This is an optimization exercise on Yosys and OpenROAD, whose aim is small area and a short achievable clock period, not a production implementation. Function was checked by simulation only, so behaviour that the tests miss may differ from the original. Power figures rest on the tool's default switching activity, not on a simulated workload.

==> flow/design.v <==
`timescale 1ns/1ps
`default_nettype none
module smc_top (
    input  wire         i_clk,
    input  wire         i_reset,
    input  wire         i_in_valid,
    input  wire  [1:0]  i_mode,
    input  wire  [17:0] i_w,
    input  wire  [17:0] i_vgs,
    input  wire  [17:0] i_vds,
    output logic        o_out_valid,
    output logic [7:0]  o_out_n
);
    function automatic [9:0] radd(input [9:0] a, input [9:0] b, input ci);
        logic c;
        c = ci;
        for (int i = 0; i < 10; i++) begin
            radd[i] = a[i] ^ b[i] ^ c;
            c       = (a[i] & b[i]) | (c & (a[i] ^ b[i]));
        end
    endfunction
    function automatic [9:0] cadd(input [9:0] a, input [9:0] b, input ci);
        logic [9:0] lo, h0, h1;
        lo = radd({5'b0, a[4:0]}, {5'b0, b[4:0]}, ci);
        h0 = radd({5'b0, a[9:5]}, {5'b0, b[9:5]}, 1'b0);
        h1 = radd({5'b0, a[9:5]}, {5'b0, b[9:5]}, 1'b1);
        cadd = {lo[5] ? h1[4:0] : h0[4:0], lo[4:0]};
    endfunction
    function automatic [19:0] csa(input [9:0] a, input [9:0] b, input [9:0] c);
        logic [9:0] s, k;
        s = a ^ b ^ c;
        k = (a & b) | (c & (a ^ b));
        csa = {k[8:0], 1'b0, s};
    endfunction
    function automatic ge(input [7:0] a, input [7:0] b);
        logic g;
        g = 1'b1;
        for (int i = 0; i < 8; i++) g = b[i] ? (a[i] & g) : (a[i] | g);
        ge = g;
    endfunction
    function automatic [7:0] div3(input [7:0] x);
        logic r1, r0, n1, n0;
        r1 = 1'b0; r0 = 1'b0;
        for (int i = 7; i >= 0; i--) begin
            div3[i] = r1 | (r0 & x[i]);
            n1 = x[i] ? r1 : r0;
            n0 = x[i] ? ~(r1 | r0) : r1;
            r1 = n1; r0 = n0;
        end
    endfunction
    localparam logic [127:0] G0 = 128'h2aea0afa02fe00000000000000000000;
    localparam logic [127:0] G1 = 128'h2a000a00020000002aea0afa02fe0000;
    localparam logic [127:0] G2 = 128'hc4080e02fc000000cc0c0cfcfc000000;
    localparam logic [127:0] G3 = 128'h0af20cfc00000000f0f0f00000000000;
    localparam logic [127:0] G4 = 128'h0cfcf000000000000000000000000000;
    localparam logic [127:0] G5 = 128'hf0000000000000000000000000000000;
    logic [7:0] x [6];
    logic       v0, v1, v2;
    logic [1:0] md0, md1;
    logic [17:0] w0;
    logic [5:0]  g0 [6];
    always_ff @(posedge i_clk) begin
        v0   <= i_in_valid & ~i_reset;
        md0  <= i_mode;
        w0   <= i_w;
    end
    for (genvar d = 0; d < 6; d++) begin : g_dev
        wire [6:0] idx = {i_mode[0], i_vgs[3*d +: 3], i_vds[3*d +: 3]};
        always_ff @(posedge i_clk)
            g0[d] <= {G5[idx], G4[idx], G3[idx], G2[idx], G1[idx], G0[idx]};
        assign x[d] = w0[3*d +: 3] * g0[d];
    end
    logic above [6][6];
    always_comb begin
        for (int i = 0; i < 6; i++) begin
            above[i][i] = 1'b0;
            for (int j = i + 1; j < 6; j++) begin
                above[i][j] = ge(x[i], x[j]);
                above[j][i] = ~above[i][j];
            end
        end
    end
    logic [5:0] pos [3];
    for (genvar d = 0; d < 6; d++) begin : g_rank
        wire [4:0] a;
        for (genvar j = 0; j < 5; j++) begin : g_a
            assign a[j] = above[j < d ? j : j + 1][d];
        end
        wire s1 = a[0] ^ a[1] ^ a[2];
        wire c1 = (a[0] & a[1]) | (a[2] & (a[0] ^ a[1]));
        wire s0 = a[3] ^ a[4] ^ s1;
        wire c2 = (a[3] & a[4]) | (s1 & (a[3] ^ a[4]));
        wire n0 = ~s0 & ~c1 & ~c2;           
        wire n1 =  s0 & ~c1 & ~c2;           
        wire n2 = ~s0 & (c1 ^ c2);           
        wire n3 =  s0 & (c1 ^ c2);           
        wire n4 = ~s0 & c1 & c2;             
        wire n5 =  s0 & c1 & c2;             
        assign pos[0][d] = md0[1] ? n0 : n5;
        assign pos[1][d] = md0[1] ? n1 : n4;
        assign pos[2][d] = md0[1] ? n2 : n3;
    end
    logic [7:0] rc [3];
    logic [7:0] r [3];
    logic [7:0] bq [3];
    always_comb begin
        for (int k = 0; k < 3; k++) begin
            rc[k] = '0;
            for (int d = 0; d < 6; d++) rc[k] = rc[k] | (pos[k][d] ? x[d] : 8'd0);
        end
    end
    always_ff @(posedge i_clk) begin
        v1  <= v0 & ~i_reset;
        md1 <= md0;
        for (int k = 0; k < 3; k++) r[k] <= rc[k];
    end
    always_comb begin
        for (int k = 0; k < 3; k++) bq[k] = div3(r[k]);
    end
    wire [19:0] s1  = csa({2'b0, bq[0]}, {2'b0, bq[1]}, {2'b0, bq[2]});
    wire [9:0]  sum = radd(s1[9:0], s1[19:10], 1'b0);
    wire [7:0]  hi = md1[1] ? bq[0] : bq[2];
    wire [7:0]  lo = md1[1] ? bq[2] : bq[0];
    wire [9:0]  dif = radd({2'b0, hi}, ~{2'b0, lo}, 1'b1);
    logic [7:0] s2r;
    logic [6:0] d2r;
    logic       m2;
    always_ff @(posedge i_clk) begin
        v2  <= v1 & ~i_reset;
        m2  <= md1[0];
        s2r <= sum[7:0];
        d2r <= dif[6:0];
    end
    wire [9:0]  t4 = radd({s2r, 2'b00}, ~{3'b0, d2r}, 1'b1);
    wire [7:0]  y  = m2 ? t4[9:2] : s2r;
    always_ff @(posedge i_clk) begin
        o_out_valid <= v2 & ~i_reset;
        o_out_n     <= div3(y);
    end
endmodule
`default_nettype wire
==> flow/config.mk <==
export PLATFORM = sky130hd
export DESIGN_NAME = smc_top
export DESIGN_NICKNAME = smc_top
export VERILOG_FILES = /design/flow/design.v
export SDC_FILE = /design/flow/constraint.sdc
export NUM_CORES = 4
export LEC_CHECK = 0
export CAP_MARGIN = 20
export CORE_MARGIN = 2
export CORE_UTILIZATION = 40
export CTS_BUF_LIST = sky130_fd_sc_hd__clkbuf_8 sky130_fd_sc_hd__clkbuf_16
export SLEW_MARGIN = 60
export SYNTH_MEMORY_MAX_BITS = 100000
==> flow/constraint.sdc <==
create_clock -name core_clock -period 25.0 [get_ports {i_clk}]
set_input_delay 5.0000 -clock core_clock [delete_from_list [all_inputs] [get_ports {i_clk}]]
set_output_delay 5.0000 -clock core_clock [all_outputs]
set_load 0.01 [all_outputs]
standard.sh (not shown) runs the stock make flow with config.mk's settings and CLKGATE_MAP_FILE= SYNTH_SCRIPT=/design/flow/synth_recipe.tcl, a recipe that flattens the netlist after the stock synthesis.
==> flow/flow/run.sh <==
#!/bin/bash
# Standard layout, with the port buffers made from the smallest buffer cell.
export BUFFER_PORTS_ARGS="-buffer_cell sky130_fd_sc_hd__buf_1"
bash standard.sh > standard.log 2>&1
Rerun with:
--- a/flow/design.v
+++ b/flow/design.v
@@ -71,11 +71,11 @@
         assign x[d] = w0[3*d +: 3] * g0[d];
     end
-    logic above [6][6];
+    logic ahead [6][6];
     always_comb begin
         for (int i = 0; i < 6; i++) begin
-            above[i][i] = 1'b0;
+            ahead[i][i] = 1'b0;
             for (int j = i + 1; j < 6; j++) begin
-                above[i][j] = ge(x[i], x[j]);
-                above[j][i] = ~above[i][j];
+                ahead[i][j] = ge(x[i], x[j]) ^ ~md0[1];
+                ahead[j][i] = ~ahead[i][j];
             end
         end
@@ -83,21 +83,19 @@
     logic [5:0] pos [3];
     for (genvar d = 0; d < 6; d++) begin : g_rank
-        wire [4:0] a;
-        for (genvar j = 0; j < 5; j++) begin : g_a
-            assign a[j] = above[j < d ? j : j + 1][d];
+        logic any1, atl2, atl3;
+        always_comb begin
+            any1 = 1'b0; atl2 = 1'b0; atl3 = 1'b0;
+            for (int j = 0; j < 6; j++) begin
+                for (int k = j + 1; k < 6; k++) begin
+                    atl2 = atl2 | (ahead[j][d] & ahead[k][d]);
+                    for (int l = k + 1; l < 6; l++)
+                        atl3 = atl3 | (ahead[j][d] & ahead[k][d] & ahead[l][d]);
+                end
+                any1 = any1 | ahead[j][d];
+            end
         end
-        wire s1 = a[0] ^ a[1] ^ a[2];
-        wire c1 = (a[0] & a[1]) | (a[2] & (a[0] ^ a[1]));
-        wire s0 = a[3] ^ a[4] ^ s1;
-        wire c2 = (a[3] & a[4]) | (s1 & (a[3] ^ a[4]));
-        wire n0 = ~s0 & ~c1 & ~c2;           
-        wire n1 =  s0 & ~c1 & ~c2;           
-        wire n2 = ~s0 & (c1 ^ c2);           
-        wire n3 =  s0 & (c1 ^ c2);           
-        wire n4 = ~s0 & c1 & c2;             
-        wire n5 =  s0 & c1 & c2;             
-        assign pos[0][d] = md0[1] ? n0 : n5;
-        assign pos[1][d] = md0[1] ? n1 : n4;
-        assign pos[2][d] = md0[1] ? n2 : n3;
+        assign pos[0][d] = ~any1;
+        assign pos[1][d] = any1 & ~atl2;
+        assign pos[2][d] = atl2 & ~atl3;
     end
     logic [7:0] rc [3];
@@ -119,5 +117,5 @@
     end
     wire [19:0] s1  = csa({2'b0, bq[0]}, {2'b0, bq[1]}, {2'b0, bq[2]});
-    wire [9:0]  sum = radd(s1[9:0], s1[19:10], 1'b0);
+    wire [9:0]  sum = cadd(s1[9:0], s1[19:10], 1'b0);
     wire [7:0]  hi = md1[1] ? bq[0] : bq[2];
     wire [7:0]  lo = md1[1] ? bq[2] : bq[0];
@@ -132,5 +130,5 @@
         d2r <= dif[6:0];
     end
-    wire [9:0]  t4 = radd({s2r, 2'b00}, ~{3'b0, d2r}, 1'b1);
+    wire [9:0]  t4 = cadd({s2r, 2'b00}, ~{3'b0, d2r}, 1'b1);
     wire [7:0]  y  = m2 ? t4[9:2] : s2r;
     always_ff @(posedge i_clk) begin
Outcome: Combinational power came out lower by 17%. Cell area came out higher by 6.8%. Via count came out higher by 14%. Setup slack improved by 660 ps. Utilization came out higher by 0.20 points. Register-to-register slack improved by 950 ps. Non-clock buffer count came out lower by 2. Area after synthesis came out higher by 6.3%. Count of clock-buffer cells in the layout came out higher by 1. Total power came out lower by 11%. Clock power came out higher by about 10%. Final cell count came out higher by 8.6%. Wire length came out higher by 11%.

---

RTL: the design.v shown in full above, as it stands there.
export LEC_CHECK = 0
export CAP_MARGIN = 20
export CORE_MARGIN = 2
export CORE_UTILIZATION = 40
export CTS_BUF_LIST = sky130_fd_sc_hd__clkbuf_8 sky130_fd_sc_hd__clkbuf_16
export SLEW_MARGIN = 20
export SYNTH_MEMORY_MAX_BITS = 100000
create_clock -name core_clock -period 25.0 [get_ports {i_clk}]
Scripts as last shown in full above: flow/flow/run.sh
Change:
--- a/flow/design.v
+++ b/flow/design.v
@@ -70,35 +70,33 @@
             g0[d] <= {G5[idx], G4[idx], G3[idx], G2[idx], G1[idx], G0[idx]};
         assign x[d] = w0[3*d +: 3] * g0[d];
     end
-    logic above [6][6];
+    logic ahead [6][6];
     always_comb begin
         for (int i = 0; i < 6; i++) begin
-            above[i][i] = 1'b0;
+            ahead[i][i] = 1'b0;
             for (int j = i + 1; j < 6; j++) begin
-                above[i][j] = ge(x[i], x[j]);
-                above[j][i] = ~above[i][j];
+                ahead[i][j] = ge(x[i], x[j]) ^ ~md0[1];
+                ahead[j][i] = ~ahead[i][j];
             end
         end
     end
     logic [5:0] pos [3];
     for (genvar d = 0; d < 6; d++) begin : g_rank
-        wire [4:0] a;
-        for (genvar j = 0; j < 5; j++) begin : g_a
-            assign a[j] = above[j < d ? j : j + 1][d];
+        logic any1, atl2, atl3;
+        always_comb begin
+            any1 = 1'b0; atl2 = 1'b0; atl3 = 1'b0;
+            for (int j = 0; j < 6; j++) begin
+                for (int k = j + 1; k < 6; k++) begin
+                    atl2 = atl2 | (ahead[j][d] & ahead[k][d]);
+                    for (int l = k + 1; l < 6; l++)
+                        atl3 = atl3 | (ahead[j][d] & ahead[k][d] & ahead[l][d]);
+                end
+                any1 = any1 | ahead[j][d];
+            end
         end
-        wire s1 = a[0] ^ a[1] ^ a[2];
-        wire c1 = (a[0] & a[1]) | (a[2] & (a[0] ^ a[1]));
-        wire s0 = a[3] ^ a[4] ^ s1;
-        wire c2 = (a[3] & a[4]) | (s1 & (a[3] ^ a[4]));
-        wire n0 = ~s0 & ~c1 & ~c2;           
-        wire n1 =  s0 & ~c1 & ~c2;           
-        wire n2 = ~s0 & (c1 ^ c2);           
-        wire n3 =  s0 & (c1 ^ c2);           
-        wire n4 = ~s0 & c1 & c2;             
-        wire n5 =  s0 & c1 & c2;             
-        assign pos[0][d] = md0[1] ? n0 : n5;
-        assign pos[1][d] = md0[1] ? n1 : n4;
-        assign pos[2][d] = md0[1] ? n2 : n3;
+        assign pos[0][d] = ~any1;
+        assign pos[1][d] = any1 & ~atl2;
+        assign pos[2][d] = atl2 & ~atl3;
     end
     logic [7:0] rc [3];
     logic [7:0] r [3];
@@ -118,7 +116,7 @@
         for (int k = 0; k < 3; k++) bq[k] = div3(r[k]);
     end
     wire [19:0] s1  = csa({2'b0, bq[0]}, {2'b0, bq[1]}, {2'b0, bq[2]});
-    wire [9:0]  sum = radd(s1[9:0], s1[19:10], 1'b0);
+    wire [9:0]  sum = cadd(s1[9:0], s1[19:10], 1'b0);
     wire [7:0]  hi = md1[1] ? bq[0] : bq[2];
     wire [7:0]  lo = md1[1] ? bq[2] : bq[0];
     wire [9:0]  dif = radd({2'b0, hi}, ~{2'b0, lo}, 1'b1);
@@ -131,7 +129,7 @@
         s2r <= sum[7:0];
         d2r <= dif[6:0];
     end
-    wire [9:0]  t4 = radd({s2r, 2'b00}, ~{3'b0, d2r}, 1'b1);
+    wire [9:0]  t4 = cadd({s2r, 2'b00}, ~{3'b0, d2r}, 1'b1);
     wire [7:0]  y  = m2 ? t4[9:2] : s2r;
     always_ff @(posedge i_clk) begin
         o_out_valid <= v2 & ~i_reset;
What happened:
- total power went down by roughly a tenth
- setup slack improves by 0.59 ns
- routed wire length grows by roughly a tenth
- cell area climbs by a few percent
- via count came out higher by about a fifth

---

the reference run:
smc_top, a different RTL version from the one above (not shown whole).
Size in the first run: about 100 flip-flops, about 68 I/O pins, ~13000 um2 of cells after synthesis.
==> module smc_top, before the edit <==
module smc_top (
    input  wire         i_clk,
    input  wire         i_reset,
    input  wire         i_in_valid,
    input  wire  [1:0]  i_mode,
    input  wire  [17:0] i_w,
    input  wire  [17:0] i_vgs,
    input  wire  [17:0] i_vds,
    output logic        o_out_valid,
    output logic [7:0]  o_out_n
);
    function automatic [9:0] radd(input [9:0] a, input [9:0] b, input ci);
        logic c;
        c = ci;
        for (int i = 0; i < 10; i++) begin
            radd[i] = a[i] ^ b[i] ^ c;
            c       = (a[i] & b[i]) | (c & (a[i] ^ b[i]));
        end
    endfunction
    function automatic [9:0] cadd(input [9:0] a, input [9:0] b, input ci);
        logic [9:0] lo, h0, h1;
        lo = radd({5'b0, a[4:0]}, {5'b0, b[4:0]}, ci);
        h0 = radd({5'b0, a[9:5]}, {5'b0, b[9:5]}, 1'b0);
        h1 = radd({5'b0, a[9:5]}, {5'b0, b[9:5]}, 1'b1);
        cadd = {lo[5] ? h1[4:0] : h0[4:0], lo[4:0]};
    endfunction
    function automatic [19:0] csa(input [9:0] a, input [9:0] b, input [9:0] c);
        logic [9:0] s, k;
        s = a ^ b ^ c;
        k = (a & b) | (c & (a ^ b));
        csa = {k[8:0], 1'b0, s};
    endfunction
    function automatic ge(input [7:0] a, input [7:0] b);
        logic g;
        g = 1'b1;
        for (int i = 0; i < 8; i++) g = b[i] ? (a[i] & g) : (a[i] | g);
        ge = g;
    endfunction
    function automatic [7:0] div3(input [7:0] x);
        localparam logic [15:0] A0 = 16'h8e38, A1 = 16'h0fc0, A2 = 16'hf000;
        localparam logic [15:0] C0 = 16'h2492, C1 = 16'h4924;
        localparam logic [63:0] T0 = 64'h0000e38e38e38e38, T1 = 64'h0000fc0fc0fc0fc0;
        localparam logic [63:0] T2 = 64'h0000fff000fff000, T3 = 64'h0000ffffff000000;
        logic [5:0] i;
        i = {C1[x[7:4]], C0[x[7:4]], x[3:0]};
        div3 = {1'b0, A2[x[7:4]], A1[x[7:4]], A0[x[7:4]], T3[i], T2[i], T1[i], T0[i]};
    endfunction
    localparam logic [127:0] G0 = 128'h2aea0afa02fe00000000000000000000;
    localparam logic [127:0] G1 = 128'h2a000a00020000002aea0afa02fe0000;
    localparam logic [127:0] G2 = 128'hc4080e02fc000000cc0c0cfcfc000000;
    localparam logic [127:0] G3 = 128'h0af20cfc00000000f0f0f00000000000;
    localparam logic [127:0] G4 = 128'h0cfcf000000000000000000000000000;
    localparam logic [127:0] G5 = 128'hf0000000000000000000000000000000;
    logic [7:0] x [6];
    logic       v0, v1, v2;
    logic [1:0] md0, md1, md2;
    logic [17:0] w0;
    logic [5:0]  g0 [6];
    always_ff @(posedge i_clk) begin
        v0   <= i_in_valid & ~i_reset;
        md0  <= i_mode;
        w0   <= i_w;
    end
    for (genvar d = 0; d < 6; d++) begin : g_dev
        wire [6:0] idx = {i_mode[0], i_vgs[3*d +: 3], i_vds[3*d +: 3]};
        always_ff @(posedge i_clk)
            g0[d] <= {G5[idx], G4[idx], G3[idx], G2[idx], G1[idx], G0[idx]};
        assign x[d] = w0[3*d +: 3] * g0[d];
    end
    logic ahead [6][6];
    always_comb begin
        for (int i = 0; i < 6; i++) begin
            ahead[i][i] = 1'b0;
            for (int j = i + 1; j < 6; j++) begin
                ahead[i][j] = ge(x[i], x[j]) ^ ~md0[1];
                ahead[j][i] = ~ahead[i][j];
            end
        end
    end
    logic [5:0] pos [3];
    for (genvar d = 0; d < 6; d++) begin : g_rank
        logic any1, atl2, atl3;
        always_comb begin
            any1 = 1'b0; atl2 = 1'b0; atl3 = 1'b0;
            for (int j = 0; j < 6; j++) begin
                for (int k = j + 1; k < 6; k++) begin
                    atl2 = atl2 | (ahead[j][d] & ahead[k][d]);
                    for (int l = k + 1; l < 6; l++)
                        atl3 = atl3 | (ahead[j][d] & ahead[k][d] & ahead[l][d]);
                end
                any1 = any1 | ahead[j][d];
            end
        end
        assign pos[0][d] = ~any1;
        assign pos[1][d] = any1 & ~atl2;
        assign pos[2][d] = atl2 & ~atl3;
    end
    logic [7:0] rc [3];
    logic [7:0] r [3];
    logic [7:0] bq [3];
    always_comb begin
        for (int k = 0; k < 3; k++) begin
            rc[k] = '0;
            for (int d = 0; d < 6; d++) rc[k] = rc[k] | (pos[k][d] ? x[d] : 8'd0);
        end
    end
    always_ff @(posedge i_clk) begin
        v1  <= v0 & ~i_reset;
        md1 <= md0;
        for (int k = 0; k < 3; k++) r[k] <= rc[k];
    end
    always_comb begin
        for (int k = 0; k < 3; k++) bq[k] = div3(r[k]);
    end
    wire [19:0] s1  = csa({2'b0, bq[0]}, {2'b0, bq[1]}, {2'b0, bq[2]});
    wire [9:0]  sum = radd(s1[9:0], s1[19:10], 1'b0);
    wire [7:0]  hi = md1[1] ? bq[0] : bq[2];
    wire [7:0]  lo = md1[1] ? bq[2] : bq[0];
    wire [19:0] s2 = csa({s1[7:0], 2'b00}, {s1[17:10], 2'b00}, {2'b0, lo});
    wire [19:0] s3 = csa(s2[9:0], s2[19:10], ~{2'b0, hi});
    wire [9:0]  t4 = cadd(s3[9:0], s3[19:10], 1'b1);
    wire [7:0]  y  = md1[0] ? t4[9:2] : sum[7:0];
    logic [7:0] y2;
    always_ff @(posedge i_clk) begin
        v2 <= v1 & ~i_reset;
        y2 <= y;
    end
    always_ff @(posedge i_clk) begin
        o_out_valid <= v2 & ~i_reset;
        o_out_n     <= div3(y2);
    end
endmodule
Settings: LEC_CHECK=0, CAP_MARGIN=20, CORE_MARGIN=2, CORE_UTILIZATION=40, CTS_BUF_LIST=sky130_fd_sc_hd__clkbuf_4 sky130_fd_sc_hd__clkbuf_8, SLEW_MARGIN=20, SYNTH_MEMORY_MAX_BITS=100000; clock period 25.0 ns.
Scripts as last shown in full above: flow/flow/run.sh
For the trial run, these inputs were changed with respect to the reference run:
--- a/flow/design.v
+++ b/flow/design.v
@@ -38,15 +38,18 @@
         for (int i = 0; i < 8; i++) g = b[i] ? (a[i] & g) : (a[i] | g);
         ge = g;
     endfunction
     function automatic [7:0] div3(input [7:0] x);
-        localparam logic [15:0] A0 = 16'h8e38, A1 = 16'h0fc0, A2 = 16'hf000;
-        localparam logic [15:0] C0 = 16'h2492, C1 = 16'h4924;
-        localparam logic [63:0] T0 = 64'h0000e38e38e38e38, T1 = 64'h0000fc0fc0fc0fc0;
-        localparam logic [63:0] T2 = 64'h0000fff000fff000, T3 = 64'h0000ffffff000000;
-        logic [5:0] i;
-        i = {C1[x[7:4]], C0[x[7:4]], x[3:0]};
-        div3 = {1'b0, A2[x[7:4]], A1[x[7:4]], A0[x[7:4]], T3[i], T2[i], T1[i], T0[i]};
+        localparam logic [15:0] Q0 = 16'h0e38, Q1 = 16'h0fc0;
+        localparam logic [15:0] R0 = 16'h0492, R1 = 16'h0924;
+        logic [1:0] r;
+        logic [3:0] i;
+        r = 2'd0;
+        for (int k = 3; k >= 0; k--) begin
+            i = {r, x[2*k +: 2]};
+            div3[2*k +: 2] = {Q1[i], Q0[i]};
+            r = {R1[i], R0[i]};
+        end
     endfunction
     localparam logic [127:0] G0 = 128'h2aea0afa02fe00000000000000000000;
     localparam logic [127:0] G1 = 128'h2a000a00020000002aea0afa02fe0000;
     localparam logic [127:0] G2 = 128'hc4080e02fc000000cc0c0cfcfc000000;
## What came out
- The trial run vs the reference run — critical path depth dropped by a few percent
- Of the reference run and the trial run, the run reporting the lower first-iteration DRC count was the trial run.
- Looking at final core area utilization, the trial run sits 0.36 points higher than the reference run does.
- Between the reference run and the trial run, the synthesized area figures differ only marginally.
- A cell at the slowest stage of the critical path of a21oi_1 is what the reference run shows, while fa_1 belongs to the trial run.
- Relative to the reference run, ratio of final minimum period to clock period has increased by 0.37 points in the trial run.
- Slack of the critical path ends up higher on the reference run.
- From the reference run to the trial run the numbers moved as follows: switching power did not really move; clock latency on the worst-skew pair did not really move; global-route usage went down.
- Comparing post-synthesis adder-cell area fraction for the reference run and the trial run, the bigger number came from the trial run.

## separate check: timing with driven ports
The results above use ideal ports. As a check the final layouts listed here were re-extracted and re-timed, cells and wires unchanged.
Step 1 sets driving cells, clkbuf_16 on the clock port and buf_2 on the other inputs (assumed; they add their load-dependent delay and slew).
Step 2 also shifts input and output timing later by t, the mid clock arrival at the registers, as if the neighbouring blocks saw the same clock.
Three values: no drivers, after step 1, after step 2; two values: the first two.
| run | shift t [ns] | setup WS [ns] | latest minus earliest clock arrival (ns) | cell pins on the clock port's net |
|---|---|---|---|---|
| the first run of note 1 | 0.425 | 18.450 / 18.450 / 18.450 | 0.017 / 0.017 | 1 |
| the second run of note 1 | 0.420 | 19.106 / 19.126 / 18.711 | 0.013 / 0.013 | 1 |
| the first run of note 2 | 0.424 | 18.350 / 18.350 / 18.350 | 0.015 / 0.014 | 1 |
| the second run of note 2 | 0.427 | 18.937 / 18.937 / 18.621 | 0.012 / 0.012 | 1 |
| the reference run | 0.469 | 18.457 / 18.457 / 18.457 | 0.021 / 0.020 | 1 |
| the trial run | 0.472 | 18.364 / 18.364 / 18.364 | 0.024 / 0.025 | 1 |
After both steps setup and hold are still met in every run listed. For the second run of note 1, which loses most, drivers alone change the setup slack by +0.020 ns; drivers and shift together by -0.395 ns.
